Background: an optimization exercise with open tools, aiming at small area and a short achievable clock period. Do not read the settings as production practice. No run shown here included a check of the RTL's function; only the layout flow was run. No activity file was given, so power comes from the tool's default toggle rates.

## config.mk

```make
export PLATFORM = sky130hd
export DESIGN_NAME = fp16_mac
export DESIGN_NICKNAME = fp16_mac
export VERILOG_FILES = /design/flow/design.v
export SDC_FILE = /design/flow/constraint.sdc
export NUM_CORES = 4
export LEC_CHECK = 0
export CAP_MARGIN = 20
export CORE_MARGIN = 2
export CORE_UTILIZATION = 40
export SETUP_SLACK_MARGIN = 1.5
export SLEW_MARGIN = 20
```

## constraint.sdc

```tcl
create_clock -name core_clock -period 6.0 [get_ports {clk}]
set_input_delay 1.2000 -clock core_clock [delete_from_list [all_inputs] [get_ports {clk}]]
set_output_delay 1.2000 -clock core_clock [all_outputs]
set_load 0.01 [all_outputs]
```

## run.sh

```bash
#!/bin/bash
# synth_recipe.tcl (not shown) runs the flow's synth.tcl, then flattens the netlist and writes it again
# the make line also repeats each setting of config.mk as NAME=value (left out here)
make -C /OpenROAD-flow-scripts/flow DESIGN_CONFIG=/design/flow/config.mk WORK_HOME=/design/flow/orfs CLKGATE_MAP_FILE= SYNTH_SCRIPT=/design/flow/synth_recipe.tcl finish
```

## design.v

```verilog
`timescale 1ns/1ps
module fp16_pipe #(
    parameter int W  = 1,
    parameter bit EN = 1'b1
) (
    input  logic         clk,
    input  logic [W-1:0] d,
    output logic [W-1:0] q
);
    if (EN) begin : g_reg
        always_ff @(posedge clk) q <= d;
    end else begin : g_wire
        assign q = d;
    end
endmodule
module fp16_vpipe #(
    parameter bit EN = 1'b1
) (
    input  logic clk,
    input  logic rst,
    input  logic d,
    output logic q
);
    if (EN) begin : g_reg
        always_ff @(posedge clk)
            if (rst) q <= 1'b0;
            else     q <= d;
    end else begin : g_wire
        assign q = d & ~rst;
    end
endmodule
module fp16_unpack (
    input  logic [15:0] w_i,
    output logic [10:0] sig_o,
    output logic [4:0]  exp_o
);
    logic n;
    always_comb begin
        n     = w_i[14:10] != 5'd0;
        sig_o = {n, w_i[9:0]};
        exp_o = n ? w_i[14:10] : {4'd0, w_i[9:0] != 10'd0};
    end
endmodule
`timescale 1ns/1ps
module fp16_mul_a (
    input  logic [10:0] a_i,
    input  logic [10:0] b_i,
    output logic [57:0] cs_o
);
    logic pp0_0;
    assign pp0_0 = a_i[0] & b_i[0];
    logic pp0_1;
    assign pp0_1 = a_i[0] & b_i[1];
    logic pp0_2;
    assign pp0_2 = a_i[0] & b_i[2];
    logic pp0_3;
    assign pp0_3 = a_i[0] & b_i[3];
    logic pp0_4;
    assign pp0_4 = a_i[0] & b_i[4];
    logic pp0_5;
    assign pp0_5 = a_i[0] & b_i[5];
    logic pp0_6;
    assign pp0_6 = a_i[0] & b_i[6];
    logic pp0_7;
    assign pp0_7 = a_i[0] & b_i[7];
    logic pp0_8;
    assign pp0_8 = a_i[0] & b_i[8];
    logic pp0_9;
    assign pp0_9 = a_i[0] & b_i[9];
    logic pp0_10;
    assign pp0_10 = a_i[0] & b_i[10];
    logic pp1_0;
    assign pp1_0 = a_i[1] & b_i[0];
    logic pp1_1;
    assign pp1_1 = a_i[1] & b_i[1];
    logic pp1_2;
    assign pp1_2 = a_i[1] & b_i[2];
    logic pp1_3;
    assign pp1_3 = a_i[1] & b_i[3];
    logic pp1_4;
    assign pp1_4 = a_i[1] & b_i[4];
    logic pp1_5;
    assign pp1_5 = a_i[1] & b_i[5];
    logic pp1_6;
    assign pp1_6 = a_i[1] & b_i[6];
    logic pp1_7;
    assign pp1_7 = a_i[1] & b_i[7];
    logic pp1_8;
    assign pp1_8 = a_i[1] & b_i[8];
    logic pp1_9;
    assign pp1_9 = a_i[1] & b_i[9];
    logic pp1_10;
    assign pp1_10 = a_i[1] & b_i[10];
    logic pp2_0;
    assign pp2_0 = a_i[2] & b_i[0];
    logic pp2_1;
    assign pp2_1 = a_i[2] & b_i[1];
    logic pp2_2;
    assign pp2_2 = a_i[2] & b_i[2];
    logic pp2_3;
    assign pp2_3 = a_i[2] & b_i[3];
    logic pp2_4;
    assign pp2_4 = a_i[2] & b_i[4];
    logic pp2_5;
    assign pp2_5 = a_i[2] & b_i[5];
    logic pp2_6;
    assign pp2_6 = a_i[2] & b_i[6];
    logic pp2_7;
    assign pp2_7 = a_i[2] & b_i[7];
    logic pp2_8;
    assign pp2_8 = a_i[2] & b_i[8];
    logic pp2_9;
    assign pp2_9 = a_i[2] & b_i[9];
    logic pp2_10;
    assign pp2_10 = a_i[2] & b_i[10];
    logic pp3_0;
    assign pp3_0 = a_i[3] & b_i[0];
    logic pp3_1;
    assign pp3_1 = a_i[3] & b_i[1];
    logic pp3_2;
    assign pp3_2 = a_i[3] & b_i[2];
    logic pp3_3;
    assign pp3_3 = a_i[3] & b_i[3];
    logic pp3_4;
    assign pp3_4 = a_i[3] & b_i[4];
    logic pp3_5;
    assign pp3_5 = a_i[3] & b_i[5];
    logic pp3_6;
    assign pp3_6 = a_i[3] & b_i[6];
    logic pp3_7;
    assign pp3_7 = a_i[3] & b_i[7];
    logic pp3_8;
    assign pp3_8 = a_i[3] & b_i[8];
    logic pp3_9;
    assign pp3_9 = a_i[3] & b_i[9];
    logic pp3_10;
    assign pp3_10 = a_i[3] & b_i[10];
    logic pp4_0;
    assign pp4_0 = a_i[4] & b_i[0];
    logic pp4_1;
    assign pp4_1 = a_i[4] & b_i[1];
    logic pp4_2;
    assign pp4_2 = a_i[4] & b_i[2];
    logic pp4_3;
    assign pp4_3 = a_i[4] & b_i[3];
    logic pp4_4;
    assign pp4_4 = a_i[4] & b_i[4];
    logic pp4_5;
    assign pp4_5 = a_i[4] & b_i[5];
    logic pp4_6;
    assign pp4_6 = a_i[4] & b_i[6];
    logic pp4_7;
    assign pp4_7 = a_i[4] & b_i[7];
    logic pp4_8;
    assign pp4_8 = a_i[4] & b_i[8];
    logic pp4_9;
    assign pp4_9 = a_i[4] & b_i[9];
    logic pp4_10;
    assign pp4_10 = a_i[4] & b_i[10];
    logic pp5_0;
    assign pp5_0 = a_i[5] & b_i[0];
    logic pp5_1;
    assign pp5_1 = a_i[5] & b_i[1];
    logic pp5_2;
    assign pp5_2 = a_i[5] & b_i[2];
    logic pp5_3;
    assign pp5_3 = a_i[5] & b_i[3];
    logic pp5_4;
    assign pp5_4 = a_i[5] & b_i[4];
    logic pp5_5;
    assign pp5_5 = a_i[5] & b_i[5];
    logic pp5_6;
    assign pp5_6 = a_i[5] & b_i[6];
    logic pp5_7;
    assign pp5_7 = a_i[5] & b_i[7];
    logic pp5_8;
    assign pp5_8 = a_i[5] & b_i[8];
    logic pp5_9;
    assign pp5_9 = a_i[5] & b_i[9];
    logic pp5_10;
    assign pp5_10 = a_i[5] & b_i[10];
    logic pp6_0;
    assign pp6_0 = a_i[6] & b_i[0];
    logic pp6_1;
    assign pp6_1 = a_i[6] & b_i[1];
    logic pp6_2;
    assign pp6_2 = a_i[6] & b_i[2];
    logic pp6_3;
    assign pp6_3 = a_i[6] & b_i[3];
    logic pp6_4;
    assign pp6_4 = a_i[6] & b_i[4];
    logic pp6_5;
    assign pp6_5 = a_i[6] & b_i[5];
    logic pp6_6;
    assign pp6_6 = a_i[6] & b_i[6];
    logic pp6_7;
    assign pp6_7 = a_i[6] & b_i[7];
    logic pp6_8;
    assign pp6_8 = a_i[6] & b_i[8];
    logic pp6_9;
    assign pp6_9 = a_i[6] & b_i[9];
    logic pp6_10;
    assign pp6_10 = a_i[6] & b_i[10];
    logic pp7_0;
    assign pp7_0 = a_i[7] & b_i[0];
    logic pp7_1;
    assign pp7_1 = a_i[7] & b_i[1];
    logic pp7_2;
    assign pp7_2 = a_i[7] & b_i[2];
    logic pp7_3;
    assign pp7_3 = a_i[7] & b_i[3];
    logic pp7_4;
    assign pp7_4 = a_i[7] & b_i[4];
    logic pp7_5;
    assign pp7_5 = a_i[7] & b_i[5];
    logic pp7_6;
    assign pp7_6 = a_i[7] & b_i[6];
    logic pp7_7;
    assign pp7_7 = a_i[7] & b_i[7];
    logic pp7_8;
    assign pp7_8 = a_i[7] & b_i[8];
    logic pp7_9;
    assign pp7_9 = a_i[7] & b_i[9];
    logic pp7_10;
    assign pp7_10 = a_i[7] & b_i[10];
    logic pp8_0;
    assign pp8_0 = a_i[8] & b_i[0];
    logic pp8_1;
    assign pp8_1 = a_i[8] & b_i[1];
    logic pp8_2;
    assign pp8_2 = a_i[8] & b_i[2];
    logic pp8_3;
    assign pp8_3 = a_i[8] & b_i[3];
    logic pp8_4;
    assign pp8_4 = a_i[8] & b_i[4];
    logic pp8_5;
    assign pp8_5 = a_i[8] & b_i[5];
    logic pp8_6;
    assign pp8_6 = a_i[8] & b_i[6];
    logic pp8_7;
    assign pp8_7 = a_i[8] & b_i[7];
    logic pp8_8;
    assign pp8_8 = a_i[8] & b_i[8];
    logic pp8_9;
    assign pp8_9 = a_i[8] & b_i[9];
    logic pp8_10;
    assign pp8_10 = a_i[8] & b_i[10];
    logic pp9_0;
    assign pp9_0 = a_i[9] & b_i[0];
    logic pp9_1;
    assign pp9_1 = a_i[9] & b_i[1];
    logic pp9_2;
    assign pp9_2 = a_i[9] & b_i[2];
    logic pp9_3;
    assign pp9_3 = a_i[9] & b_i[3];
    logic pp9_4;
    assign pp9_4 = a_i[9] & b_i[4];
    logic pp9_5;
    assign pp9_5 = a_i[9] & b_i[5];
    logic pp9_6;
    assign pp9_6 = a_i[9] & b_i[6];
    logic pp9_7;
    assign pp9_7 = a_i[9] & b_i[7];
    logic pp9_8;
    assign pp9_8 = a_i[9] & b_i[8];
    logic pp9_9;
    assign pp9_9 = a_i[9] & b_i[9];
    logic pp9_10;
    assign pp9_10 = a_i[9] & b_i[10];
    logic pp10_0;
    assign pp10_0 = a_i[10] & b_i[0];
    logic pp10_1;
    assign pp10_1 = a_i[10] & b_i[1];
    logic pp10_2;
    assign pp10_2 = a_i[10] & b_i[2];
    logic pp10_3;
    assign pp10_3 = a_i[10] & b_i[3];
    logic pp10_4;
    assign pp10_4 = a_i[10] & b_i[4];
    logic pp10_5;
    assign pp10_5 = a_i[10] & b_i[5];
    logic pp10_6;
    assign pp10_6 = a_i[10] & b_i[6];
    logic pp10_7;
    assign pp10_7 = a_i[10] & b_i[7];
    logic pp10_8;
    assign pp10_8 = a_i[10] & b_i[8];
    logic pp10_9;
    assign pp10_9 = a_i[10] & b_i[9];
    logic pp10_10;
    assign pp10_10 = a_i[10] & b_i[10];
    logic w1;
    logic w2;
    logic w3;
    logic w4;
    logic w5;
    logic w6;
    logic w7;
    logic w8;
    logic w9;
    logic w10;
    logic w11;
    logic w12;
    assign w1 = pp0_9 ^ pp1_8;
    assign w2 = pp0_9 & pp1_8;
    assign w3 = pp1_9 ^ pp2_8 ^ pp3_7;
    assign w4 = (pp1_9 & pp2_8) | (pp1_9 & pp3_7) | (pp2_8 & pp3_7);
    assign w5 = pp4_6 ^ pp5_5;
    assign w6 = pp4_6 & pp5_5;
    assign w7 = pp2_9 ^ pp3_8 ^ pp4_7;
    assign w8 = (pp2_9 & pp3_8) | (pp2_9 & pp4_7) | (pp3_8 & pp4_7);
    assign w9 = pp5_6 ^ pp6_5;
    assign w10 = pp5_6 & pp6_5;
    assign w11 = pp3_9 ^ pp4_8 ^ pp5_7;
    assign w12 = (pp3_9 & pp4_8) | (pp3_9 & pp5_7) | (pp4_8 & pp5_7);
    logic w13;
    logic w14;
    logic w15;
    logic w16;
    logic w17;
    logic w18;
    logic w19;
    logic w20;
    logic w21;
    logic w22;
    logic w23;
    logic w24;
    logic w25;
    logic w26;
    logic w27;
    logic w28;
    logic w29;
    logic w30;
    logic w31;
    logic w32;
    logic w33;
    logic w34;
    logic w35;
    logic w36;
    logic w37;
    logic w38;
    logic w39;
    logic w40;
    logic w41;
    logic w42;
    logic w43;
    logic w44;
    logic w45;
    logic w46;
    logic w47;
    logic w48;
    logic w49;
    logic w50;
    logic w51;
    logic w52;
    logic w53;
    logic w54;
    logic w55;
    logic w56;
    logic w57;
    logic w58;
    logic w59;
    logic w60;
    assign w13 = pp0_6 ^ pp1_5;
    assign w14 = pp0_6 & pp1_5;
    assign w15 = pp0_7 ^ pp1_6 ^ pp2_5;
    assign w16 = (pp0_7 & pp1_6) | (pp0_7 & pp2_5) | (pp1_6 & pp2_5);
    assign w17 = pp3_4 ^ pp4_3;
    assign w18 = pp3_4 & pp4_3;
    assign w19 = pp0_8 ^ pp1_7 ^ pp2_6;
    assign w20 = (pp0_8 & pp1_7) | (pp0_8 & pp2_6) | (pp1_7 & pp2_6);
    assign w21 = pp3_5 ^ pp4_4 ^ pp5_3;
    assign w22 = (pp3_5 & pp4_4) | (pp3_5 & pp5_3) | (pp4_4 & pp5_3);
    assign w23 = pp6_2 ^ pp7_1;
    assign w24 = pp6_2 & pp7_1;
    assign w25 = pp2_7 ^ pp3_6 ^ pp4_5;
    assign w26 = (pp2_7 & pp3_6) | (pp2_7 & pp4_5) | (pp3_6 & pp4_5);
    assign w27 = pp5_4 ^ pp6_3 ^ pp7_2;
    assign w28 = (pp5_4 & pp6_3) | (pp5_4 & pp7_2) | (pp6_3 & pp7_2);
    assign w29 = pp8_1 ^ pp9_0 ^ w1;
    assign w30 = (pp8_1 & pp9_0) | (pp8_1 & w1) | (pp9_0 & w1);
    assign w31 = pp6_4 ^ pp7_3 ^ pp8_2;
    assign w32 = (pp6_4 & pp7_3) | (pp6_4 & pp8_2) | (pp7_3 & pp8_2);
    assign w33 = pp9_1 ^ pp0_10 ^ pp10_0;
    assign w34 = (pp9_1 & pp0_10) | (pp9_1 & pp10_0) | (pp0_10 & pp10_0);
    assign w35 = w3 ^ w5 ^ w2;
    assign w36 = (w3 & w5) | (w3 & w2) | (w5 & w2);
    assign w37 = pp7_4 ^ pp8_3 ^ pp9_2;
    assign w38 = (pp7_4 & pp8_3) | (pp7_4 & pp9_2) | (pp8_3 & pp9_2);
    assign w39 = pp1_10 ^ pp10_1 ^ w7;
    assign w40 = (pp1_10 & pp10_1) | (pp1_10 & w7) | (pp10_1 & w7);
    assign w41 = w9 ^ w4 ^ w6;
    assign w42 = (w9 & w4) | (w9 & w6) | (w4 & w6);
    assign w43 = pp6_6 ^ pp7_5 ^ pp8_4;
    assign w44 = (pp6_6 & pp7_5) | (pp6_6 & pp8_4) | (pp7_5 & pp8_4);
    assign w45 = pp9_3 ^ pp2_10 ^ pp10_2;
    assign w46 = (pp9_3 & pp2_10) | (pp9_3 & pp10_2) | (pp2_10 & pp10_2);
    assign w47 = w11 ^ w8 ^ w10;
    assign w48 = (w11 & w8) | (w11 & w10) | (w8 & w10);
    assign w49 = pp4_9 ^ pp5_8 ^ pp6_7;
    assign w50 = (pp4_9 & pp5_8) | (pp4_9 & pp6_7) | (pp5_8 & pp6_7);
    assign w51 = pp7_6 ^ pp8_5 ^ pp9_4;
    assign w52 = (pp7_6 & pp8_5) | (pp7_6 & pp9_4) | (pp8_5 & pp9_4);
    assign w53 = pp3_10 ^ pp10_3 ^ w12;
    assign w54 = (pp3_10 & pp10_3) | (pp3_10 & w12) | (pp10_3 & w12);
    assign w55 = pp5_9 ^ pp6_8 ^ pp7_7;
    assign w56 = (pp5_9 & pp6_8) | (pp5_9 & pp7_7) | (pp6_8 & pp7_7);
    assign w57 = pp8_6 ^ pp9_5 ^ pp4_10;
    assign w58 = (pp8_6 & pp9_5) | (pp8_6 & pp4_10) | (pp9_5 & pp4_10);
    assign w59 = pp6_9 ^ pp7_8 ^ pp8_7;
    assign w60 = (pp6_9 & pp7_8) | (pp6_9 & pp8_7) | (pp7_8 & pp8_7);
    logic w61;
    logic w62;
    logic w63;
    logic w64;
    logic w65;
    logic w66;
    logic w67;
    logic w68;
    logic w69;
    logic w70;
    logic w71;
    logic w72;
    logic w73;
    logic w74;
    logic w75;
    logic w76;
    logic w77;
    logic w78;
    logic w79;
    logic w80;
    logic w81;
    logic w82;
    logic w83;
    logic w84;
    logic w85;
    logic w86;
    logic w87;
    logic w88;
    logic w89;
    logic w90;
    logic w91;
    logic w92;
    logic w93;
    logic w94;
    logic w95;
    logic w96;
    logic w97;
    logic w98;
    logic w99;
    logic w100;
    logic w101;
    logic w102;
    logic w103;
    logic w104;
    logic w105;
    logic w106;
    logic w107;
    logic w108;
    logic w109;
    logic w110;
    logic w111;
    logic w112;
    assign w61 = pp0_4 ^ pp1_3;
    assign w62 = pp0_4 & pp1_3;
    assign w63 = pp0_5 ^ pp1_4 ^ pp2_3;
    assign w64 = (pp0_5 & pp1_4) | (pp0_5 & pp2_3) | (pp1_4 & pp2_3);
    assign w65 = pp3_2 ^ pp4_1;
    assign w66 = pp3_2 & pp4_1;
    assign w67 = pp2_4 ^ pp3_3 ^ pp4_2;
    assign w68 = (pp2_4 & pp3_3) | (pp2_4 & pp4_2) | (pp3_3 & pp4_2);
    assign w69 = pp5_1 ^ pp6_0 ^ w13;
    assign w70 = (pp5_1 & pp6_0) | (pp5_1 & w13) | (pp6_0 & w13);
    assign w71 = pp5_2 ^ pp6_1 ^ pp7_0;
    assign w72 = (pp5_2 & pp6_1) | (pp5_2 & pp7_0) | (pp6_1 & pp7_0);
    assign w73 = w15 ^ w17 ^ w14;
    assign w74 = (w15 & w17) | (w15 & w14) | (w17 & w14);
    assign w75 = pp8_0 ^ w19 ^ w21;
    assign w76 = (pp8_0 & w19) | (pp8_0 & w21) | (w19 & w21);
    assign w77 = w23 ^ w16 ^ w18;
    assign w78 = (w23 & w16) | (w23 & w18) | (w16 & w18);
    assign w79 = w25 ^ w27 ^ w29;
    assign w80 = (w25 & w27) | (w25 & w29) | (w27 & w29);
    assign w81 = w20 ^ w22 ^ w24;
    assign w82 = (w20 & w22) | (w20 & w24) | (w22 & w24);
    assign w83 = w31 ^ w33 ^ w35;
    assign w84 = (w31 & w33) | (w31 & w35) | (w33 & w35);
    assign w85 = w26 ^ w28 ^ w30;
    assign w86 = (w26 & w28) | (w26 & w30) | (w28 & w30);
    assign w87 = w37 ^ w39 ^ w41;
    assign w88 = (w37 & w39) | (w37 & w41) | (w39 & w41);
    assign w89 = w32 ^ w34 ^ w36;
    assign w90 = (w32 & w34) | (w32 & w36) | (w34 & w36);
    assign w91 = w43 ^ w45 ^ w47;
    assign w92 = (w43 & w45) | (w43 & w47) | (w45 & w47);
    assign w93 = w38 ^ w40 ^ w42;
    assign w94 = (w38 & w40) | (w38 & w42) | (w40 & w42);
    assign w95 = w49 ^ w51 ^ w53;
    assign w96 = (w49 & w51) | (w49 & w53) | (w51 & w53);
    assign w97 = w44 ^ w46 ^ w48;
    assign w98 = (w44 & w46) | (w44 & w48) | (w46 & w48);
    assign w99 = pp10_4 ^ w55 ^ w57;
    assign w100 = (pp10_4 & w55) | (pp10_4 & w57) | (w55 & w57);
    assign w101 = w50 ^ w52 ^ w54;
    assign w102 = (w50 & w52) | (w50 & w54) | (w52 & w54);
    assign w103 = pp9_6 ^ pp5_10 ^ pp10_5;
    assign w104 = (pp9_6 & pp5_10) | (pp9_6 & pp10_5) | (pp5_10 & pp10_5);
    assign w105 = w59 ^ w56 ^ w58;
    assign w106 = (w59 & w56) | (w59 & w58) | (w56 & w58);
    assign w107 = pp7_9 ^ pp8_8 ^ pp9_7;
    assign w108 = (pp7_9 & pp8_8) | (pp7_9 & pp9_7) | (pp8_8 & pp9_7);
    assign w109 = pp6_10 ^ pp10_6 ^ w60;
    assign w110 = (pp6_10 & pp10_6) | (pp6_10 & w60) | (pp10_6 & w60);
    assign w111 = pp8_9 ^ pp9_8 ^ pp7_10;
    assign w112 = (pp8_9 & pp9_8) | (pp8_9 & pp7_10) | (pp9_8 & pp7_10);
    logic w113;
    logic w114;
    logic w115;
    logic w116;
    logic w117;
    logic w118;
    logic w119;
    logic w120;
    logic w121;
    logic w122;
    logic w123;
    logic w124;
    logic w125;
    logic w126;
    logic w127;
    logic w128;
    logic w129;
    logic w130;
    logic w131;
    logic w132;
    logic w133;
    logic w134;
    logic w135;
    logic w136;
    logic w137;
    logic w138;
    logic w139;
    logic w140;
    logic w141;
    logic w142;
    logic w143;
    logic w144;
    assign w113 = pp0_3 ^ pp1_2;
    assign w114 = pp0_3 & pp1_2;
    assign w115 = pp2_2 ^ pp3_1 ^ pp4_0;
    assign w116 = (pp2_2 & pp3_1) | (pp2_2 & pp4_0) | (pp3_1 & pp4_0);
    assign w117 = pp5_0 ^ w63 ^ w65;
    assign w118 = (pp5_0 & w63) | (pp5_0 & w65) | (w63 & w65);
    assign w119 = w67 ^ w69 ^ w64;
    assign w120 = (w67 & w69) | (w67 & w64) | (w69 & w64);
    assign w121 = w71 ^ w73 ^ w68;
    assign w122 = (w71 & w73) | (w71 & w68) | (w73 & w68);
    assign w123 = w75 ^ w77 ^ w72;
    assign w124 = (w75 & w77) | (w75 & w72) | (w77 & w72);
    assign w125 = w79 ^ w81 ^ w76;
    assign w126 = (w79 & w81) | (w79 & w76) | (w81 & w76);
    assign w127 = w83 ^ w85 ^ w80;
    assign w128 = (w83 & w85) | (w83 & w80) | (w85 & w80);
    assign w129 = w87 ^ w89 ^ w84;
    assign w130 = (w87 & w89) | (w87 & w84) | (w89 & w84);
    assign w131 = w91 ^ w93 ^ w88;
    assign w132 = (w91 & w93) | (w91 & w88) | (w93 & w88);
    assign w133 = w95 ^ w97 ^ w92;
    assign w134 = (w95 & w97) | (w95 & w92) | (w97 & w92);
    assign w135 = w99 ^ w101 ^ w96;
    assign w136 = (w99 & w101) | (w99 & w96) | (w101 & w96);
    assign w137 = w103 ^ w105 ^ w100;
    assign w138 = (w103 & w105) | (w103 & w100) | (w105 & w100);
    assign w139 = w107 ^ w109 ^ w104;
    assign w140 = (w107 & w109) | (w107 & w104) | (w109 & w104);
    assign w141 = pp10_7 ^ w111 ^ w108;
    assign w142 = (pp10_7 & w111) | (pp10_7 & w108) | (w111 & w108);
    assign w143 = pp9_9 ^ pp8_10 ^ pp10_8;
    assign w144 = (pp9_9 & pp8_10) | (pp9_9 & pp10_8) | (pp8_10 & pp10_8);
    assign cs_o = {pp10_10, w144, pp10_9, pp9_10, w143, w142, w112, w141, w140, w110, w139, w138, w106, w137, w136, w102, w135, w134, w98, w133, w132, w94, w131, w130, w90, w129, w128, w86, w127, w126, w82, w125, w124, w78, w123, w122, w74, w121, w120, w70, w119, w118, w66, w117, w116, w62, w115, w114, w61, w113, pp3_0, pp2_1, pp2_0, pp1_1, pp0_2, pp1_0, pp0_1, pp0_0};
endmodule
module fp16_mul_b (
    input  logic [57:0] cs_i,
    output logic [21:0] row0_o,
    output logic [21:0] row1_o
);
    logic pp0_0;
    assign pp0_0 = cs_i[0];
    logic pp0_1;
    assign pp0_1 = cs_i[1];
    logic pp1_0;
    assign pp1_0 = cs_i[2];
    logic pp0_2;
    assign pp0_2 = cs_i[3];
    logic pp1_1;
    assign pp1_1 = cs_i[4];
    logic pp2_0;
    assign pp2_0 = cs_i[5];
    logic pp2_1;
    assign pp2_1 = cs_i[6];
    logic pp3_0;
    assign pp3_0 = cs_i[7];
    logic w113;
    assign w113 = cs_i[8];
    logic w61;
    assign w61 = cs_i[9];
    logic w114;
    assign w114 = cs_i[10];
    logic w115;
    assign w115 = cs_i[11];
    logic w62;
    assign w62 = cs_i[12];
    logic w116;
    assign w116 = cs_i[13];
    logic w117;
    assign w117 = cs_i[14];
    logic w66;
    assign w66 = cs_i[15];
    logic w118;
    assign w118 = cs_i[16];
    logic w119;
    assign w119 = cs_i[17];
    logic w70;
    assign w70 = cs_i[18];
    logic w120;
    assign w120 = cs_i[19];
    logic w121;
    assign w121 = cs_i[20];
    logic w74;
    assign w74 = cs_i[21];
    logic w122;
    assign w122 = cs_i[22];
    logic w123;
    assign w123 = cs_i[23];
    logic w78;
    assign w78 = cs_i[24];
    logic w124;
    assign w124 = cs_i[25];
    logic w125;
    assign w125 = cs_i[26];
    logic w82;
    assign w82 = cs_i[27];
    logic w126;
    assign w126 = cs_i[28];
    logic w127;
    assign w127 = cs_i[29];
    logic w86;
    assign w86 = cs_i[30];
    logic w128;
    assign w128 = cs_i[31];
    logic w129;
    assign w129 = cs_i[32];
    logic w90;
    assign w90 = cs_i[33];
    logic w130;
    assign w130 = cs_i[34];
    logic w131;
    assign w131 = cs_i[35];
    logic w94;
    assign w94 = cs_i[36];
    logic w132;
    assign w132 = cs_i[37];
    logic w133;
    assign w133 = cs_i[38];
    logic w98;
    assign w98 = cs_i[39];
    logic w134;
    assign w134 = cs_i[40];
    logic w135;
    assign w135 = cs_i[41];
    logic w102;
    assign w102 = cs_i[42];
    logic w136;
    assign w136 = cs_i[43];
    logic w137;
    assign w137 = cs_i[44];
    logic w106;
    assign w106 = cs_i[45];
    logic w138;
    assign w138 = cs_i[46];
    logic w139;
    assign w139 = cs_i[47];
    logic w110;
    assign w110 = cs_i[48];
    logic w140;
    assign w140 = cs_i[49];
    logic w141;
    assign w141 = cs_i[50];
    logic w112;
    assign w112 = cs_i[51];
    logic w142;
    assign w142 = cs_i[52];
    logic w143;
    assign w143 = cs_i[53];
    logic pp9_10;
    assign pp9_10 = cs_i[54];
    logic pp10_9;
    assign pp10_9 = cs_i[55];
    logic w144;
    assign w144 = cs_i[56];
    logic pp10_10;
    assign pp10_10 = cs_i[57];
    logic w145;
    logic w146;
    logic w147;
    logic w148;
    logic w149;
    logic w150;
    logic w151;
    logic w152;
    logic w153;
    logic w154;
    logic w155;
    logic w156;
    logic w157;
    logic w158;
    logic w159;
    logic w160;
    logic w161;
    logic w162;
    logic w163;
    logic w164;
    logic w165;
    logic w166;
    logic w167;
    logic w168;
    logic w169;
    logic w170;
    logic w171;
    logic w172;
    logic w173;
    logic w174;
    logic w175;
    logic w176;
    logic w177;
    logic w178;
    logic w179;
    logic w180;
    assign w145 = pp0_2 ^ pp1_1;
    assign w146 = pp0_2 & pp1_1;
    assign w147 = pp2_1 ^ pp3_0 ^ w113;
    assign w148 = (pp2_1 & pp3_0) | (pp2_1 & w113) | (pp3_0 & w113);
    assign w149 = w61 ^ w115 ^ w114;
    assign w150 = (w61 & w115) | (w61 & w114) | (w115 & w114);
    assign w151 = w62 ^ w117 ^ w116;
    assign w152 = (w62 & w117) | (w62 & w116) | (w117 & w116);
    assign w153 = w66 ^ w119 ^ w118;
    assign w154 = (w66 & w119) | (w66 & w118) | (w119 & w118);
    assign w155 = w70 ^ w121 ^ w120;
    assign w156 = (w70 & w121) | (w70 & w120) | (w121 & w120);
    assign w157 = w74 ^ w123 ^ w122;
    assign w158 = (w74 & w123) | (w74 & w122) | (w123 & w122);
    assign w159 = w78 ^ w125 ^ w124;
    assign w160 = (w78 & w125) | (w78 & w124) | (w125 & w124);
    assign w161 = w82 ^ w127 ^ w126;
    assign w162 = (w82 & w127) | (w82 & w126) | (w127 & w126);
    assign w163 = w86 ^ w129 ^ w128;
    assign w164 = (w86 & w129) | (w86 & w128) | (w129 & w128);
    assign w165 = w90 ^ w131 ^ w130;
    assign w166 = (w90 & w131) | (w90 & w130) | (w131 & w130);
    assign w167 = w94 ^ w133 ^ w132;
    assign w168 = (w94 & w133) | (w94 & w132) | (w133 & w132);
    assign w169 = w98 ^ w135 ^ w134;
    assign w170 = (w98 & w135) | (w98 & w134) | (w135 & w134);
    assign w171 = w102 ^ w137 ^ w136;
    assign w172 = (w102 & w137) | (w102 & w136) | (w137 & w136);
    assign w173 = w106 ^ w139 ^ w138;
    assign w174 = (w106 & w139) | (w106 & w138) | (w139 & w138);
    assign w175 = w110 ^ w141 ^ w140;
    assign w176 = (w110 & w141) | (w110 & w140) | (w141 & w140);
    assign w177 = w112 ^ w143 ^ w142;
    assign w178 = (w112 & w143) | (w112 & w142) | (w143 & w142);
    assign w179 = pp9_10 ^ pp10_9 ^ w144;
    assign w180 = (pp9_10 & pp10_9) | (pp9_10 & w144) | (pp10_9 & w144);
    assign row0_o = {1'b0, pp10_10, w179, w177, w175, w173, w171, w169, w167, w165, w163, w161, w159, w157, w155, w153, w151, w149, w147, pp2_0, pp0_1, pp0_0};
    assign row1_o = {1'b0, w180, w178, w176, w174, w172, w170, w168, w166, w164, w162, w160, w158, w156, w154, w152, w150, w148, w146, w145, pp1_0, 1'b0};
endmodule
module fp16_mul_cpa (
    input  logic [21:0] row0_i,
    input  logic [21:0] row1_i,
    output logic [21:0] prod_o
);
    assign prod_o = row0_i + row1_i;
endmodule
`timescale 1ns/1ps
module fp16_expo1 (
    input  logic [4:0]  k_exp_i,
    input  logic [4:0]  x_exp_i,
    input  logic [15:0] b_i,
    output logic [10:0] b_sig_o,
    output logic [4:0]  b_exp_o,
    output logic [6:0]  pe_o,        
    output logic [7:0]  d_o          
);
    logic b_n;
    always_comb begin
        b_n     = b_i[14:10] != 5'd0;
        b_exp_o = b_n ? b_i[14:10] : 5'd1;
        b_sig_o = {b_n, b_i[9:0]};
        pe_o    = {2'd0, k_exp_i} + {2'd0, x_exp_i} - 7'd15;
        d_o     = {3'd0, k_exp_i} + {3'd0, x_exp_i} - 8'd15 - {3'd0, b_exp_o};
    end
endmodule
module fp16_expo2 (
    input  logic [4:0] b_exp_i,
    input  logic [6:0] pe_i,
    input  logic [7:0] d_i,
    input  logic       p_sign_i,
    input  logic       b_sign_i,
    output logic       p_wins_o,
    output logic [4:0] shift_o,      
    output logic       drop_o,       
    output logic       edge_o,       
    output logic [5:0] exp_o,        
    output logic       sign_o,
    output logic       sub_o
);
    logic signed [7:0] d, nd;
    always_comb begin
        d        = $signed(d_i);
        nd       = -d;
        p_wins_o = d > 8'sd0;
        if (p_wins_o) begin
            shift_o = d[4:0];
            drop_o  = d > 8'sd21;
            edge_o  = d == 8'sd21;        
            exp_o   = pe_i[5:0];
            sign_o  = p_sign_i;
        end else begin
            shift_o = nd[4:0];
            drop_o  = nd > 8'sd22;
            edge_o  = nd == 8'sd22;       
            exp_o   = {1'b0, b_exp_i};
            sign_o  = b_sign_i;
        end
        sub_o = p_sign_i ^ b_sign_i;
    end
endmodule
module fp16_align (
    input  logic [21:0] prod_i,
    input  logic [10:0] b_sig_i,
    input  logic        p_wins_i,
    input  logic [4:0]  shift_i,
    input  logic        drop_i,
    input  logic        edge_i,
    input  logic        sub_i,
    output logic [21:0] hi_o,
    output logic [32:0] lo_o
);
    logic        p_top, drop;
    logic [21:0] p, bb, lo_in;
    logic [32:0] lo;
    always_comb begin
        p_top = prod_i[21];
        p     = {prod_i[21:1], prod_i[0] & ~p_top};
        bb    = {1'b0, b_sig_i, 10'd0};
        drop  = drop_i | (edge_i & (p_top ~^ p_wins_i));
        hi_o  = p_wins_i ? p : bb;
        lo_in = p_wins_i ? bb : p;
        lo    = drop ? 33'd0 : {lo_in, 11'd0} >> shift_i;
        lo_o  = sub_i ? ~lo : lo;
    end
endmodule
module fp16_cadd #(
    parameter int W = 34
) (
    input  logic [W-1:0] a_i,
    input  logic [W-1:0] b_i,
    output logic [W:0]   s0_o,      
    output logic [W:0]   s1_o       
);
    localparam int L = $clog2(W);
    logic [W-1:0] g [L+1];
    logic [W-1:0] p [L+1];
    logic [W-1:0] hp;
    assign g[0]  = a_i & b_i;
    assign p[0]  = a_i | b_i;
    assign hp    = a_i ^ b_i;
    for (genvar l = 0; l < L; l++) begin : g_lvl
        for (genvar i = 0; i < W; i++) begin : g_bit
            if ((i >> l) & 1) begin : g_op
                localparam int J = ((i >> l) << l) - 1;
                assign g[l+1][i] = g[l][i] | (p[l][i] & g[l][J]);
                assign p[l+1][i] = p[l][i] & p[l][J];
            end else begin : g_pass
                assign g[l+1][i] = g[l][i];
                assign p[l+1][i] = p[l][i];
            end
        end
    end
    logic [W:0] c0, c1;
    assign c0 = {g[L], 1'b0};
    assign c1 = {g[L] | p[L], 1'b1};
    assign s0_o = {c0[W], hp ^ c0[W-1:0]};
    assign s1_o = {c1[W], hp ^ c1[W-1:0]};
endmodule
module fp16_add (
    input  logic [21:0] hi_i,
    input  logic [32:0] lo_i,
    input  logic        sub_i,
    output logic [33:0] mag_o,
    output logic        neg_o
);
    logic [34:0] t0, t1;
    fp16_cadd #(34) cadd_i (
        .a_i({1'b0, hi_i, 11'd0}), .b_i({sub_i, lo_i}), .s0_o(t0), .s1_o(t1)
    );
    always_comb begin
        neg_o = sub_i & ~t0[34];
        if (!sub_i)
            mag_o = t0[33:0];
        else if (t0[34])
            mag_o = t1[33:0];
        else
            mag_o = ~t0[33:0];
    end
endmodule
`timescale 1ns/1ps
module fp16_lzc (
    input  logic [33:0] v_i,
    output logic [5:0]  n_o
);
    logic [63:0] z [7];
    logic [5:0]  c [7][64];
    always_comb begin
        for (int i = 0; i < 64; i++) begin
            z[0][i] = (i < 34) ? ~v_i[33 - i] : 1'b1;
            c[0][i] = '0;
        end
        for (int l = 1; l <= 6; l++) begin
            for (int i = 0; i < 64; i++) begin
                z[l][i] = 1'b0;
                c[l][i] = '0;
            end
            for (int i = 0; i < (64 >> l); i++) begin
                z[l][i] = z[l-1][2*i] & z[l-1][2*i+1];
                if (z[l-1][2*i])
                    c[l][i] = c[l-1][2*i+1] | 6'(1 << (l - 1));
                else
                    c[l][i] = c[l-1][2*i];
            end
        end
        n_o = c[6][0];
    end
endmodule
module fp16_normalize (
    input  logic [33:0] mag_i,
    input  logic [5:0]  exp_i,      
    output logic [14:0] top_o,      
    output logic [5:0]  shift_o     
);
    logic [33:0] m, mark, n;
    fp16_lzc lzc_i (.v_i(m), .n_o(shift_o));
    always_comb begin
        mark  = (exp_i <= 6'd32) ? 34'(34'd1 << (6'd32 - exp_i)) : 34'd0;
        m     = mag_i | mark;
        n     = mag_i << {shift_o[5:2], 2'b00};
        top_o = n[33:19];
    end
endmodule
module fp16_fine (
    input  logic [14:0] top_i,
    input  logic [1:0]  shift_i,
    output logic [10:0] sig_o,
    output logic        rnd_o
);
    logic [14:0] n;
    always_comb begin
        n     = top_i << shift_i;
        sig_o = n[14:4];
        rnd_o = n[3];
    end
endmodule
module fp16_round (
    input  logic        sign_i,
    input  logic [10:0] sig_i,
    input  logic        rnd_i,
    input  logic [5:0]  e2_i,
    input  logic [5:0]  shift_i,
    output logic [15:0] result_o
);
    logic        inc;
    logic [5:0]  e0, e1, e;
    logic [9:0]  frac;
    logic        sat, zero;
    always_comb begin
        inc  = rnd_i & (&sig_i[9:0]);           
        e0   = e2_i - shift_i;
        e1   = e2_i - shift_i + 6'd1;
        e    = sig_i[10] ? (inc ? e1 : e0) : {5'd0, inc};
        frac = sig_i[9:0] + 10'(rnd_i);
        sat  = e > 6'd30;
        zero = ~sig_i[10] & (sig_i[9:0] == 10'd0) & ~rnd_i;
        if (sat)
            result_o = {sign_i, 15'h7BFF};
        else if (zero)
            result_o = 16'd0;
        else
            result_o = {sign_i, e[4:0], frac};
    end
endmodule
`timescale 1ns/1ps
module fp16_mac (
    input  logic                        clk,
    input  logic                        rst,
    input  logic                        in_valid_i,
    input  logic [2-1:0]           tag_i,
    input  logic [16-1:0]          k_i,
    input  logic [16-1:0]          x_i,
    input  logic [16-1:0]          b_i,
    output logic                        out_valid_o,
    output logic [2-1:0]           tag_o,
    output logic [16-1:0]          result_o
);
    localparam int CSW = 58;       
    logic [10:0] u_k_sig, u_x_sig;
    logic [4:0]  u_k_exp, u_x_exp;
    logic [CSW-1:0] m_cs, c1_cs;
    logic [10:0] e_b_sig, c1_b_sig;
    logic [4:0]  e_b_exp, c1_b_exp;
    logic [6:0]  e_pe, c1_pe;
    logic [7:0]  e_d, c1_d;
    logic        c1_p_sign, c1_b_sign;
    logic [1:0]  c1_tag;
    logic        c1_valid;
    fp16_unpack unpack_k (.w_i(k_i), .sig_o(u_k_sig), .exp_o(u_k_exp));
    fp16_unpack unpack_x (.w_i(x_i), .sig_o(u_x_sig), .exp_o(u_x_exp));
    fp16_mul_a mul_a_i (.a_i(u_k_sig), .b_i(u_x_sig), .cs_o(m_cs));
    fp16_expo1 expo1_i (
        .k_exp_i(u_k_exp), .x_exp_i(u_x_exp), .b_i(b_i),
        .b_sig_o(e_b_sig), .b_exp_o(e_b_exp), .pe_o(e_pe), .d_o(e_d)
    );
    fp16_vpipe #(1'b1) c1_v (.clk, .rst, .d(in_valid_i), .q(c1_valid));
    fp16_pipe #(CSW + 35, 1'b1) c1 (.clk,
        .d({m_cs, e_b_sig, e_b_exp, e_pe, e_d, k_i[15] ^ x_i[15], b_i[15], tag_i}),
        .q({c1_cs, c1_b_sig, c1_b_exp, c1_pe, c1_d, c1_p_sign, c1_b_sign, c1_tag}));
    logic [21:0] m_row0, m_row1, m_prod, c2_prod;
    logic        x_p_wins, x_drop, x_edge, x_sign, x_sub;
    logic [4:0]  x_shift;
    logic [5:0]  x_exp;
    logic [10:0] c2_b_sig;
    logic        c2_p_wins, c2_drop, c2_edge, c2_sign, c2_sub;
    logic [4:0]  c2_shift;
    logic [5:0]  c2_exp;
    logic [1:0]  c2_tag;
    logic        c2_valid;
    fp16_mul_b mul_b_i (.cs_i(c1_cs), .row0_o(m_row0), .row1_o(m_row1));
    fp16_mul_cpa mul_cpa_i (.row0_i(m_row0), .row1_i(m_row1), .prod_o(m_prod));
    fp16_expo2 expo2_i (
        .b_exp_i(c1_b_exp), .pe_i(c1_pe), .d_i(c1_d), .p_sign_i(c1_p_sign), .b_sign_i(c1_b_sign),
        .p_wins_o(x_p_wins), .shift_o(x_shift), .drop_o(x_drop), .edge_o(x_edge),
        .exp_o(x_exp), .sign_o(x_sign), .sub_o(x_sub)
    );
    fp16_vpipe #(1'b1) c2_v (.clk, .rst, .d(c1_valid), .q(c2_valid));
    fp16_pipe #(51, 1'b1) c2 (.clk,
        .d({m_prod, c1_b_sig, x_p_wins, x_shift, x_drop, x_edge, x_exp, x_sign, x_sub, c1_tag}),
        .q({c2_prod, c2_b_sig, c2_p_wins, c2_shift, c2_drop, c2_edge, c2_exp, c2_sign, c2_sub, c2_tag}));
    logic [21:0] a_hi, c3_hi;
    logic [32:0] a_lo, c3_lo;
    logic [5:0]  c3_exp;
    logic        c3_sign, c3_sub;
    logic [1:0]  c3_tag;
    logic        c3_valid;
    fp16_align align_i (
        .prod_i(c2_prod), .b_sig_i(c2_b_sig), .p_wins_i(c2_p_wins), .shift_i(c2_shift),
        .drop_i(c2_drop), .edge_i(c2_edge), .sub_i(c2_sub), .hi_o(a_hi), .lo_o(a_lo)
    );
    fp16_vpipe #(1'b1) c3_v (.clk, .rst, .d(c2_valid), .q(c3_valid));
    fp16_pipe #(65, 1'b1) c3 (.clk,
        .d({a_hi, a_lo, c2_exp, c2_sign, c2_sub, c2_tag}),
        .q({c3_hi, c3_lo, c3_exp, c3_sign, c3_sub, c3_tag}));
    logic [33:0] d_mag, c4_mag;
    logic        d_neg;
    logic [5:0]  c4_exp;
    logic        c4_sign;
    logic [1:0]  c4_tag;
    logic        c4_valid;
    fp16_add add_i (.hi_i(c3_hi), .lo_i(c3_lo), .sub_i(c3_sub), .mag_o(d_mag), .neg_o(d_neg));
    fp16_vpipe #(1'b1) c4_v (.clk, .rst, .d(c3_valid), .q(c4_valid));
    fp16_pipe #(43, 1'b1) c4 (.clk,
        .d({d_mag, c3_exp, c3_sign ^ d_neg, c3_tag}),
        .q({c4_mag, c4_exp, c4_sign, c4_tag}));
    logic [14:0] n_top, c5_top;
    logic        c5_sign;
    logic [5:0]  n_shift, c5_shift, c5_e2;
    logic [1:0]  c5_tag;
    logic        c5_valid;
    fp16_normalize normalize_i (.mag_i(c4_mag), .exp_i(c4_exp), .top_o(n_top), .shift_o(n_shift));
    fp16_vpipe #(1'b1) c5_v (.clk, .rst, .d(c4_valid), .q(c5_valid));
    fp16_pipe #(30, 1'b1) c5 (.clk,
        .d({n_top, n_shift, c4_exp + 6'd2, c4_sign, c4_tag}),
        .q({c5_top, c5_shift, c5_e2, c5_sign, c5_tag}));
    logic [15:0] r_result;
    logic [10:0] f_sig;
    logic        f_rnd;
    fp16_fine fine_i (.top_i(c5_top), .shift_i(c5_shift[1:0]), .sig_o(f_sig), .rnd_o(f_rnd));
    fp16_round round_i (.sign_i(c5_sign), .sig_i(f_sig), .rnd_i(f_rnd), .e2_i(c5_e2), .shift_i(c5_shift), .result_o(r_result));
    always_ff @(posedge clk) begin
        if (rst) begin
            out_valid_o <= 1'b0;
            tag_o       <= '0;
            result_o    <= '0;
        end else begin
            out_valid_o <= c5_valid;
            if (c5_valid) begin
                tag_o    <= c5_tag;
                result_o <= r_result;
            end
        end
    end
endmodule
```

==> run summary, run 1 <==
Clocking
The level count of the clock H-tree is 2. The TritonCTS buffer count is 36. The count of cells resized by post-cts repair is 0.

The buffer cell driving the clock tree root is sky130_fd_sc_hd__clkbuf_16. The number of setup buffers added after CTS is 0. The clock drives between 300 and 400 sinks. The count of hold buffers inserted by post-cts repair is 0.

The CTS tree is yes. Clock-pin slew was measured on the worst setup and hold paths at ~0.06 ns. Clock latency on the worst-skew pair, taken at its later pin, is about 0.55 ns.

The worst-case clock buffer depth is 3.

Die
The floorplan step defined a die boundary enclosing ~0.048 mm². The I/O pin count is 72. The width of the die is about 220 µm. The vertical extent of the die is 218 µm.

The core area is 0.0453 mm². The number of rows created at floorplan is 78. The effective utilization at floorplan is about 40%.

Timing
Setup total negative slack on the finished layout was measured at 0 ns. For the pin with the worst max-slew slack, the measured transition is between 1 and 1.5 ns. The count of endpoints failing setup in the final report is 0. Setup repair after global routing left no endpoint under its margin. The number of pins with negative max-slew slack in the final report came to 0. In the finished design, the share of the clock period the worst path needs comes to approximately 73%. After layout, the worst setup slack is 1.63 ns. The hold violation count in the final report was 0. In this run the tightest slew margin relative to its limit is between 20 and 30%. Hold timing on the final database bottoms out at a slack of about 0.32 ns. The worst clock skew is about 0.023 ns.

Based on the critical path, the design can be clocked at up to roughly 230 MHz. Counting I/O delays and the setup requirement, the final critical path takes 4.37 ns.

Synth
The synthesized cell area is between 0.015 and 0.02 mm². The post-synthesis sequential area ratio is between 30% and 40%. Synthesis produced a netlist with a net count of around 2200. The most used flip-flop cell after synthesis is sky130_fd_sc_hd__dfxtp_1. The proportion of netlist area held by the largest area contributor is between 30% and 40%. Yosys attributes the largest share of cell area to sky130_fd_sc_hd__dfxtp_1 (33%), sky130_fd_sc_hd__fa_1 (9.5%), sky130_fd_sc_hd__ha_1 (7.4%).

The number of library cell types mapped by synthesis is 92. The cell count after synthesis came out at roughly 2000. The number of warnings printed during yosys synthesis is 21. After synthesis, the mean cell area works out to between 9 and 10 µm². The synthesized design spends more area on one cell type than any other, namely sky130_fd_sc_hd__dfxtp_1. For this run, asynchronously set or reset flops after synthesis account for 0%. Yosys mapped a number of flops with a built-in enable equal to 0. The synthesized design contains ~300 register bits.

Setup path
Setup slack on the worst reg-to-reg path comes out at approximately 1.9 ns. The worst endpoint data arrival time is roughly 4.9 ns. The sort of element at the start of the critical path is an input port.

At the worst endpoint, the required time is roughly 6.5 ns. The path type of the worst setup path is input port to flop. The largest fanout on the critical path is 12. The type of element capturing the critical path is a flop.

Layout
Of the cells placed in the final design, the portion with a size suffix greater than 1 is 7.86%. The commonest non-fill, non-tap cell in the layout is sky130_fd_sc_hd__dfxtp_1. The top cell types in the final layout, fill and taps aside, are sky130_fd_sc_hd__dfxtp_1 (304), sky130_fd_sc_hd__inv_1 (166), sky130_fd_sc_hd__nand2_1 (164), sky130_fd_sc_hd__nor2_1 (133), sky130_fd_sc_hd__ha_1 (108). The repair_antennas step left the layout with diodes totalling 0. The core occupancy in the finished layout is between 40% and 50%. The number of fill cells is about 4400. The post-synthesis to final-layout area growth is 13.2%. The final net count is 2245.

Placed design
At the placement stage, the worst setup path has a slack of ~1.1 ns. During placement, the flow inserted port buffers numbering 71. The routability congestion estimate from global placement is 0.923.

The detailed placer's ending HPWL is ~37 mm.

Drt
The iteration-0 DRC count of the detailed router is ~1000. The post-detailed-routing wire length is 47.9 mm. In the routed design, unresolved DRC markers number 0.

The first-pass iteration count of the detailed router is 6. The average vias per placed instance is 5.32. The average detailed-routed wire length per instance is ~18 µm. The number of nets with antenna violations after routing is 0.

The detailed-route via count is between 10000 and 15000.

Flow run
Across the run, the number of max-cap violations was 0.

Global routing
The total congestion overflow is 0. Entering global routing, the biggest net connects just over 50 pins. The initial antenna violation count is 0. The via count of the first global-routing pass is roughly 14000. For this run, the total global-route usage over all layers was measured as 20.3%. The wire length of the first global-routing pass is between 70 and 80 mm.

Outcome
The run finished with no timing, DRC or antenna violations.

Power and ir drop
The cell area power density is between 500 and 600 mW/mm². The worst-case IR drop observed on VDD is between 0.2 and 0.25 mV. Summing internal, switching and leakage power gives roughly 0.011 W. In this run the static leakage power is between 8 and 9 nW.

Hold path
The worst min-delay path category is flop to flop.
final timing paths:
path / startpoint / to / cells after the start
setup reg to reg: c4.q[5] / c5.q[20] / 13
hold / removal: c4.q[0] / c5.q[0] / 0
setup / recovery: k_i[8] / c1.q[11] / 15
hold reg to reg: c4.q[0] / c5.q[0] / 0
flip-flops by register name (all words and copies together) (netlist names):
name / count
c1.q: 92
c3.q: 65
c2.q: 51
c4.q: 43
c5.q: 30
result_o: 16
tag_o: 2
c1_v.q: 1
c2_v.q: 1
c3_v.q: 1
c4_v.q: 1
c5_v.q: 1
out_valid_o: 1
logic make-up (layout without fill, tap and decap cells):
family / count (synthesis) / in the layout / synth area share [%]
AOI/OAI and AO/OA: 355 / 355 / 13.2
xor gates and xnor gates: 125 / 125 / 6.01
adders and majority gates: 195 / 195 / 16.9
buffers and inverters: 263 / 320 / 5.53
DFF: 305 / 305 / 33.3
muxes: 114 / 114 / 8.15
and+or+nand+nor: 610 / 610 / 16.9
stage by stage:
| step | area (µm²) | cells |
|---|---|---|
| floorplan | 18300 | 1967 |
| global placement | 19500 | 2559 |
| detailed placement | 19500 | 2559 |
| CTS | 20700 | 2624 |
| global route | 20800 | 2624 |
| finish | 20800 | 2624 |
layer usage:
metal / wire length [µm] / GRT usage [%] / part of all wire (%)
met2: 22900 / 34.8 / 48
met1: 21000 / 25.9 / 44
met4: 1270 / 6.60 / 2.7
met5: 0 / 0 / 0
met3: 2630 / 3.71 / 5.5
power breakdown:
part           internal, W  switching, W
combinational      0.00238       0.00318
sequential         0.00273      0.000786
clock              0.00126      0.000898
total              0.00638       0.00487
Yosys cell counts, drive strengths merged (19+ instances only):
cell,number
o21ai,79
nor2b,22
inv,168
dfxtp,305
mux4,22
a211oi,19
fa,87
a21oi,68
buf,22
clkbuf,70
ha,108
a21o,24
xor2,56
o211ai,24
nor2,133
mux2,35
and2,92
xnor2,69
mux2i,57
nand2b,22
nor4,23
nand2,164
nand3,43
nor3,43
critical path: stages:
cell and delay (ns):
sky130_fd_sc_hd__clkdlybuf4s50_1 0.65, sky130_fd_sc_hd__nor4_1 0.36, sky130_fd_sc_hd__nand3_1 0.18, sky130_fd_sc_hd__a21o_1 0.22
sky130_fd_sc_hd__ha_1 0.19, sky130_fd_sc_hd__inv_1 0.07, sky130_fd_sc_hd__fa_1 0.43, sky130_fd_sc_hd__ha_1 0.29
sky130_fd_sc_hd__inv_1 0.04, sky130_fd_sc_hd__ha_1 0.22, sky130_fd_sc_hd__fa_1 0.41, sky130_fd_sc_hd__a21o_1 0.18
sky130_fd_sc_hd__a21oi_1 0.22, sky130_fd_sc_hd__inv_1 0.06, sky130_fd_sc_hd__a21oi_1 0.13
layout make-up:
type | instances | area, µm² | area share, %
sequential | 305 | 6110 | 29.4
timing repair buffer | 84 | 831 | 4.00
tap | 600 | 751 | 3.62
inverter | 171 | 642 | 3.09
clock buffer | 43 | 1010 | 4.87
multi-input combinational | 1399 | 11200 | 54.1
clock inverter | 22 | 181 | 0.874
==> run 2: changes to the inputs <==
--- a/config.mk
+++ b/config.mk
@@ -8,5 +8,5 @@
 export CAP_MARGIN = 20
 export CORE_MARGIN = 2
 export CORE_UTILIZATION = 40
-export SETUP_SLACK_MARGIN = 1.5
+export SETUP_SLACK_MARGIN = 3.2
 export SLEW_MARGIN = 20
==> run summary, run 2 <==
Power and ir drop
The maximum VDD drop came to 0.281 mV (was 0.241 mV). The total leakage power is 10.3 nW (was 8.97 nW). The total power came to 0.0137 W (was 0.0112 W). The cell area power density was 562 mW/mm² (was 542 mW/mm²).

Outcome
Outcome: no timing/DRC/antenna violations (unchanged).

Clocking
The level count of the clock H-tree is 2 (unchanged). The clock-pin slew reported for the worst setup and hold paths after clock tree synthesis is 0.06 ns (about the same). The clock latency on the worst-skew pair was 0.56 ns (was 0.55 ns). The count of hold buffers inserted by post-cts repair is 0 (unchanged).

The clock sink count is 305 (unchanged). The buffer cell driving the clock tree root was sky130_fd_sc_hd__clkbuf_16 (unchanged). The worst-case clock buffer depth is 3 (unchanged). The CTS tree is yes (unchanged). The TritonCTS buffer count was 37 (was 36).

Die
The width of the die was 218 µm (unchanged). The vertical extent of the die is 218 µm (unchanged). The area of the die is 0.0476 mm² (unchanged).

The effective utilization at floorplan came to 40.5% (unchanged). The core area is 0.0453 mm² (unchanged). The I/O pin count is 72 (unchanged). The number of rows created at floorplan is 78 (unchanged).

Drt
The average vias per placed instance came to 5.41 (was 5.32). The iteration-0 DRC count of the detailed router is 1115 (was 1019). The average detailed-routed wire length per instance is 18.7 µm (was 18.3 µm). The post-detailed-routing wire length is 52.5 mm (was 47.9 mm). The number of nets with antenna violations after routing was 0 (unchanged). The detailed-route DRC error count was 0 (unchanged). The detailed-route via count came to 15152 (was 13956). The first-pass iteration count of the detailed router is 6 (unchanged).

Setup path
The worst endpoint data arrival time came to 4.00 ns (was 4.85 ns). The critical path capture point is c1.q[11] (unchanged). The setup slack on the worst flop-to-flop path came to 2.77 ns (was 1.92 ns). The path type of the worst setup path is input port to flop (unchanged). The launch point of the worst path is k_i[0] (was k_i[8]). The largest stage delay on the critical path was 0.46 ns (was 0.65 ns). The sort of element at the start of the critical path is an input port (unchanged). The required time of the worst setup path is 6.49 ns (was 6.47 ns). The reg-to-reg critical path startpoint was c4.q[4] (was c4.q[5]). The worst reg2reg path depth is 15 (was 13). The type of element capturing the critical path is a flop (unchanged). CP Cell Sequence: buf_8 > nor4_4 > nand3_2 > a21o_1 > ha_2 > inv_2 > fa_2 > ha_4 > inv_4 > ha_4 > fa_2 > a21o_1 > a21oi_2 > inv_1 > a21oi_2 (was clkdlybuf4s50_1 > nor4_1 > nand3_1 > a21o_1 > ha_1 > inv_1 > fa_1 > ha_1 > inv_1 > ha_1 > fa_1 > a21o_1 > a21oi_1 > inv_1 > a21oi_1). The largest fanout on the critical path is 12 (unchanged). The destination of the worst register-to-register timing path is c5.q[16] (was c5.q[20]). The standard cell with the maximum stage delay on the critical path is sky130_fd_sc_hd__fa_2 (was sky130_fd_sc_hd__clkdlybuf4s50_1).

Hold path
The cell depth of the worst hold path came to 0 (unchanged). The worst min-delay path category is flop to flop (unchanged).

Layout
The most flop-heavy register was c1.q (unchanged). The final cell count without fillers was 2803 (was 2624). The number of inserted diodes is 0 (unchanged). The number of flip-flops under the largest register name is 92 (unchanged). Top flop regs: c1.q (92), c3.q (65), c2.q (51) (unchanged).

The commonest non-fill, non-tap cell in the layout was sky130_fd_sc_hd__dfxtp_1 (unchanged). The post-synthesis to final-layout area growth was 33.3% (was 13.2%). The fraction of final layout cells sized beyond drive strength 1 came to 29.6% (was 7.86%).

Commonest cells after routing, fill and taps aside: sky130_fd_sc_hd__dfxtp_1 (283), sky130_fd_sc_hd__inv_1 (147), sky130_fd_sc_hd__nand2_1 (145), sky130_fd_sc_hd__buf_4 (129), sky130_fd_sc_hd__nor2_1 (124) (was sky130_fd_sc_hd__dfxtp_1 (304), sky130_fd_sc_hd__inv_1 (166), sky130_fd_sc_hd__nand2_1 (164), sky130_fd_sc_hd__nor2_1 (133), sky130_fd_sc_hd__ha_1 (108)). The final net count is 2422 (was 2245).

Timing
The achievable clock frequency is 285 MHz (was 229 MHz). The count of endpoints failing setup in the final report is 0 (unchanged). The number of pins with negative max-slew slack in the final report came to 0 (unchanged).

The worst clock skew is 0.0354 ns (was 0.0226 ns). The minimum clock period after layout was 3.51 ns (was 4.37 ns). The share of the clock period used by the worst path after layout was 58.5% (was 72.9%).

The hold violation count in the final report came to 0 (unchanged). The slew at the pin closest to its max-slew limit is 0.985 ns (was 1.06 ns). Unrepaired setup endpoints after global routing: yes (was no). The worst slew slack as a fraction of its limit was 34.3% (was 28.9%).

The setup TNS after final layout was 0 ns (unchanged).

Synth
The number of warnings printed during yosys synthesis is 21 (unchanged). The cell with the most instances after synthesis is sky130_fd_sc_hd__dfxtp_1 (unchanged). The net count after synthesis was 2215 (unchanged).

Leading post-synthesis cells by cell area: sky130_fd_sc_hd__dfxtp_1 (33%), sky130_fd_sc_hd__fa_1 (9.5%), sky130_fd_sc_hd__ha_1 (7.4%) (unchanged). The number of flip-flops and latches in the synthesized netlist is 305 (unchanged). The count of flip-flops with a built-in enable after synthesis came to 0 (unchanged). The number of library cell types mapped by synthesis is 92 (unchanged). The most area-hungry cell type in the Yosys netlist is sky130_fd_sc_hd__dfxtp_1 (unchanged). The share of flip-flops with an asynchronous set or reset after synthesis was 0% (unchanged). The proportion of netlist area held by the largest area contributor is 33.3% (unchanged). The synthesized cell area came to 0.0183 mm² (unchanged). The synthesized area per cell came to 9.32 µm² (unchanged).

The post-synthesis sequential area ratio was 33.3% (unchanged). The post-synthesis instance total is 1967 (unchanged). Most numerous cell types in the synthesized netlist: sky130_fd_sc_hd__dfxtp_1 (305), sky130_fd_sc_hd__inv_1 (166), sky130_fd_sc_hd__nand2_1 (164), sky130_fd_sc_hd__nor2_1 (133), sky130_fd_sc_hd__ha_1 (108) (unchanged). The most common flop cell mapped by yosys is sky130_fd_sc_hd__dfxtp_1 (unchanged).

Placed design
The number of I/O port buffers is 71 (unchanged). The detailed placer's ending HPWL is 36.9 mm (was 37.2 mm). The routability congestion estimate from global placement is 0.882 (was 0.923). The number of cells in the design after placement is 2555 (was 2559).

Global routing
The via count of the first global-routing pass is 15029 (was 14142). The pin count of the biggest net entering global routing was 50 (was 51). The overall track demand over capacity in global routing came to 21.5% (was 20.3%). The total congestion overflow is 0 (unchanged).

The initial antenna violation count is 0 (unchanged). The wire length of the first global-routing pass came to 80.8 mm (was 76.2 mm).

Flow run
The number of violations of the max-capacitance limit is 0 (unchanged).
==> run 2: cell counts after synthesis <==
No cell type changed its count.
==> run 2: what timing repair did <==
item / 4_1_cts / 5_1_grt
buffers inserted: 129 / 42
setup endpoints to repair: 137 / 110
pin swaps: 119 / 111
gates resized for setup: 394 / 147
hold endpoints to repair: 0 / 0
cloned: 7 / 2
==> run 2: worst min-delay path by stage <==
stage          startpoint       end  slack [ns]
2_1_floorplan     c3.q[5]   c4.q[4]        0.31
3_3_place_gp      c4.q[1]   c5.q[1]        0.31
3_5_place_dp     c1.q[27]  c2.q[21]        0.31
4_1_cts           c1.q[0]   c2.q[0]        0.31
5_1_grt           c1.q[0]   c2.q[0]        0.32
6_report          c1.q[0]   c2.q[0]        0.31
==> run 2: metal layers <==
metal	wire, µm	GRT usage (%)
met5	0	0
met4	1980	7.62
met3	2950	3.44
met2	25500	37.0
met1	22100	27.3
==> run 2: cells by family after synthesis <==
kind of cell | synth area share (%)
xor gates and xnor gates | 6.01
muxes | 8.15
and+or+nand+nor | 16.9
buffers and inverters | 5.53
adders and majority gates | 16.9
AOI/OAI and AO/OA | 13.2
DFF | 33.3
==> run 2: metrics by stage <==
step	cell area (µm²)	util (%)	setup slack, ns	hold WS (ns)
after global routing	24400	54.0	2.42	0.319
after CTS	23500	51.8	2.48	0.313
after floorplan	19100	-	2.27	0.310
final	24400	54.0	2.49	0.309
after global placement	20000	44.1	1.25	0.310
after detailed placement	20000	44.1	1.22	0.312
==> run 2: report_power, final <==
group | total (W) | switching [W] | leakage [nW] | internal [W]
registers | 0.00360 | 0.000851 | 2.56 | 0.00275
clock network | 0.00234 | 0.000918 | 0.636 | 0.00142
logic | 0.00779 | 0.00409 | 7.15 | 0.00370
==> run 2: layout make-up <==
| cell class | instances | area [µm²] |
|---|---|---|
| repair buffers | 254 | 2480 |
| fillers | 3972 | 20800 |
| inverters | 171 | 684 |
| clock buffers | 49 | 1080 |
| well taps | 600 | 751 |
| multi-input cells | 1403 | 13000 |
| repair inverters | 2 | 18.8 |
| flip-flops and latches | 305 | 6150 |
| clock inverters | 19 | 235 |
==> run 2: worst max-delay path: cells and delay by family <==
family | cells | cell delay, ns
fa+ha+maj | 5 | 1.44
compound gates | 4 | 0.66
simple gates | 2 | 0.40
buf+inv | 4 | 0.29

## re-timing with driven ports
The flow's constraints put no driver on any port. The routed layouts listed below were extracted and timed again, unchanged, in two steps.
Step 1 (the two cells are an assumption about what drives the block):
set clk [get_ports {clk}]
set_driving_cell -lib_cell sky130_fd_sc_hd__clkbuf_16 $clk
set_driving_cell -lib_cell sky130_fd_sc_hd__buf_2 [delete_from_list [all_inputs] $clk]
Step 2, shift: input delay + t, output delay - t, t = (earliest + latest rising clock arrival at the registers) / 2. This alone moves slack from input paths to output paths.
Three values: ideal ports, drivers, drivers and shift; two values: the first two.
run	t, ns	setup slack, ns	worst data-port slew with drivers (ns)
run 1	0.597	1.627 / 1.662 / 1.066	0.05
run 2	0.596	2.493 / 2.507 / 1.911	0.07
After both steps setup and hold are still met in every run listed. The setup slack of run 2, which loses most, moves by +0.014 ns with the drivers and by -0.582 ns with both steps.
